Source: an optimization exercise on an open RTL-to-GDS flow (aim: small area and a short achievable clock period). Production flows keep margins and buffers that such runs may drop. The RTL was checked by simulation tests, not by an equivalence proof against the original design. No activity file was given, so power comes from the tool's default toggle rates.

// data_mem_responder
module data_mem_responder #(
    parameter int ADDR_W      = 9,
    parameter int DATA_W      = 8,
    parameter int DEPTH       = 256,
    parameter int WAIT_CYCLES = 2
) (
    input  logic              clk,
    input  logic              rst_n,
    input  logic              req_valid,
    output logic              req_ready,
    input  logic              req_write,
    input  logic [ADDR_W-1:0] req_addr,
    input  logic [DATA_W-1:0] req_wdata,
    output logic              rsp_valid,
    input  logic              rsp_ready,
    output logic [DATA_W-1:0] rsp_rdata,
    output logic              rsp_err,
    output logic              busy,
    output logic [7:0]        err_count
);
    localparam int NP = 8;                   
    localparam int GP = 16 / NP;             
    logic [256*DATA_W-1:0] mem_q;
    logic              req_ready_q, busy_q, rsp_valid_q;
    logic              s1_q, s2_q;           
    logic              err_q;
    logic [7:0]        errcnt_q;
    logic [DATA_W-1:0] rdata_q;
    logic [ADDR_W-1:0] addr_q;
    logic              wr_q;
    logic [DATA_W-1:0] wd_q;
    logic [NP-1:0][15:0] rlon_q;             
    logic [15:0]         rhin_q;             
    logic [15:0]       wlon_q, wlo_q;
    logic [15:0]       whin_q, whi_q;
    logic [DATA_W-1:0] wd1_q, wd2_q;
    logic [NP*DATA_W-1:0] part_q;
    logic rvn_q;
    wire idle     = ~(s1_q | s2_q) & rvn_q;        
    wire accept   = req_valid & idle;
    wire handover = ~rvn_q & rsp_ready;
    wire rdy_nx   = (idle & ~req_valid) | handover;
    wire rv_nx    = s2_q | (~rvn_q & ~rsp_ready);
    always_ff @(posedge clk) begin
        if (!rst_n) begin
            req_ready_q <= 1'b1;
            busy_q      <= 1'b0;
  ...
Size: about 7400 cells after synthesis, about 2300 flip-flops, roughly 42 I/O pins, roughly 0.079 mm^2 of cells after synthesis.
==> flow/config.mk <==
export PLATFORM = sky130hd
export DESIGN_NAME = data_mem_responder
export DESIGN_NICKNAME = data_mem_responder
export VERILOG_FILES = /design/flow/design.v
export SDC_FILE = /design/flow/constraint.sdc
export NUM_CORES = 4
export LEC_CHECK = 0
export CAP_MARGIN = 50
export CORE_MARGIN = 2
export CORE_UTILIZATION = 68
export CTS_CLUSTER_DIAMETER = 80
export CTS_CLUSTER_SIZE = 26
export PLACE_DENSITY = 0.8
export SETUP_SLACK_MARGIN = 2.4
export SLEW_MARGIN = 50
==> flow/constraint.sdc <==
create_clock -name core_clock -period 4.4 [get_ports {clk}]
set_input_delay 0.8800 -clock core_clock [delete_from_list [all_inputs] [get_ports {clk}]]
set_output_delay 0.8800 -clock core_clock [all_outputs]
set_load 0.01 [all_outputs]
run.sh (not shown) runs the stock make flow with config.mk's settings and CLKGATE_MAP_FILE= SYNTH_SCRIPT=/design/flow/synth_recipe.tcl, a recipe that flattens the netlist after the stock synthesis.
Edit:
--- a/flow/config.mk
+++ b/flow/config.mk
@@ -14,2 +14,2 @@
-export SETUP_SLACK_MARGIN = 2.4
-export SLEW_MARGIN = 50
+export SETUP_SLACK_MARGIN = 2.3
+export SLEW_MARGIN = 75
Routed wire length went down by about 0.5%.
Via count stays flat.
Worst setup slack gets worse by 24 ps.
Combinational power climbs by about 25%.
Die area does not change.
Critical path depth climbs by 7.
Synthesized cell count is unchanged.
Edit:
--- a/flow/config.mk
+++ b/flow/config.mk
@@ -10 +10 @@
-export CORE_UTILIZATION = 68
+export CORE_UTILIZATION = 60
@@ -12,2 +12,2 @@
-export CTS_CLUSTER_SIZE = 26
-export PLACE_DENSITY = 0.8
+export CTS_CLUSTER_SIZE = 30
+export PLACE_DENSITY = 0.72
@@ -15 +15 @@
-export SLEW_MARGIN = 75
+export SLEW_MARGIN = 50
The changed run produced a clean layout.
Power barely changes.
Clock skew goes up by 10 ps.
Setup slack is worse by 16 ps.
Die area goes up by 13%.
Wire length goes up by 1.6%.
Area after synthesis is unchanged.
Global-route usage goes down by 4.8 points.
Design area goes down by 5.4%.
Cell count goes up by 0.62%.
Clock-buffer cell count goes down by 25.
Edit:
--- a/flow/config.mk
+++ b/flow/config.mk
@@ -10 +10 @@
-export CORE_UTILIZATION = 60
+export CORE_UTILIZATION = 68
@@ -12,3 +12,3 @@
-export CTS_CLUSTER_SIZE = 30
-export PLACE_DENSITY = 0.72
-export SETUP_SLACK_MARGIN = 2.3
+export CTS_CLUSTER_SIZE = 26
+export PLACE_DENSITY = 0.8
+export SETUP_SLACK_MARGIN = 2.2
The changed run finished with timing, DRC and antenna clean; area after synthesis does not change; sequential share of layout area rises by 0.43 points; final area falls by about 0.8%; worst setup slack gets worse by 110 ps; clock power is about the same; global-route usage rises by 4.1 points; clock skew falls by 13 ps.
Edit:
--- a/flow/config.mk
+++ b/flow/config.mk
@@ -11,4 +11,4 @@
-export CTS_CLUSTER_DIAMETER = 80
-export CTS_CLUSTER_SIZE = 26
-export PLACE_DENSITY = 0.8
-export SETUP_SLACK_MARGIN = 2.2
+export CTS_CLUSTER_DIAMETER = 90
+export CTS_CLUSTER_SIZE = 28
+export PLACE_DENSITY = 0.76
+export SETUP_SLACK_MARGIN = 2.3
After rerunning:
- worst hold slack improved by 7.5 ps
- final cell count barely changes
- first-iteration DRC count grows by a few percent
- utilization hardly moves
- synthesized cell count is unchanged
- cell area hardly moves
- critical path depth shrinks by 2

========
data_mem_responder again, from the RTL that the note above started with.
make LEC_CHECK=0 CAP_MARGIN=50 CORE_MARGIN=2 CORE_UTILIZATION=68 CTS_CLUSTER_DIAMETER=80 CTS_CLUSTER_SIZE=26 PLACE_DENSITY=0.8 SETUP_SLACK_MARGIN=2.3 SLEW_MARGIN=50 finish   # period 4.4 ns
Rerun with:
CORE_UTILIZATION = 72   (was 68)
PLACE_DENSITY = 0.84   (was 0.8)
Setup slack is worse by 0.086 ns.
Routed wire length came out lower by 0.76%.
Die area came out lower by 5.5%.
Maximum frequency came out lower by 3.8%.
Sequential share of layout area came out higher by 0.45 points.
Rerun with:
CAP_MARGIN = 20   (was 50)
CORE_UTILIZATION = 60   (was 72)
CTS_CLUSTER_SIZE = 30   (was 26)
PLACE_DENSITY = 0.72   (was 0.84)
SLEW_MARGIN = 20   (was 50)
=> The new run passed the timing, design-rule and antenna checks. Hold slack improves by 0.0067 ns. Die area goes up by about a fifth. Wire length went up by a few percent. Final area went up slightly. Sequential share of layout area falls by 0.38 points. Non-clock buffer count climbs by 6. Flip-flop and latch count does not change.
Rerun with:
CAP_MARGIN = 50   (was 20)
CORE_UTILIZATION = 68   (was 60)
CTS_CLUSTER_SIZE = 26   (was 30)
PLACE_DENSITY = 0.8   (was 0.72)
SETUP_SLACK_MARGIN = 2.5   (was 2.3)
SLEW_MARGIN = 50   (was 20)
- setup slack improved by 0.10 ns
- design area increases by 0.83%
- clock-buffer cell count climbs by 25
- sequential power barely changes
- power barely changes
- via count is higher by 1.3%
- synthesized area is unchanged

## static timing again, ports no longer ideal
No port has a modelled driver above. Below, the same layouts with a new extraction and two added sets of constraints. Step 1 sets driving cells, clkbuf_16 on the clock port and buf_2 on the other inputs (assumed; they add their load-dependent delay and slew). Step 2, shift: input delay + t, output delay - t, t = (earliest + latest rising clock arrival at the registers) / 2. This alone moves slack from input paths to output paths. Slacks: ideal / step 1 / step 2; pairs: ideal / step 1.
run | shift t [ns] | setup WS [ns] | slew at the worst register clock pin (ns) | worst data-port slew with drivers (ns)
the first run of note 1 | 0.825 | 2.300 / 2.225 / 2.001 | 0.11 / 0.11 | 0.21
the second run of note 1 | 0.812 | 2.276 / 2.220 / 1.991 | 0.11 / 0.11 | 0.21
the third run of note 1 | 0.840 | 2.260 / 2.188 / 1.900 | 0.12 / 0.12 | 0.17
the fourth run of note 1 | 0.833 | 2.150 / 2.135 / 2.007 | 0.11 / 0.11 | 0.21
the fifth run of note 1 | 0.813 | 2.179 / 2.179 / 1.888 | 0.11 / 0.11 | 0.19
the first run of note 2 | 0.829 | 2.256 / 2.206 / 2.033 | 0.11 / 0.11 | 0.22
the second run of note 2 | 0.815 | 2.170 / 2.170 / 1.866 | 0.11 / 0.11 | 0.09
the third run of note 2 | 0.843 | 2.174 / 2.174 / 1.840 | 0.12 / 0.12 | 0.17
the fourth run of note 2 | 0.839 | 2.275 / 2.190 / 2.013 | 0.11 / 0.11 | 0.20
After both steps every run listed still meets setup and hold. The setup slack of the third run of note 1, which loses most, moves by -0.072 ns with the drivers and by -0.360 ns with both steps.
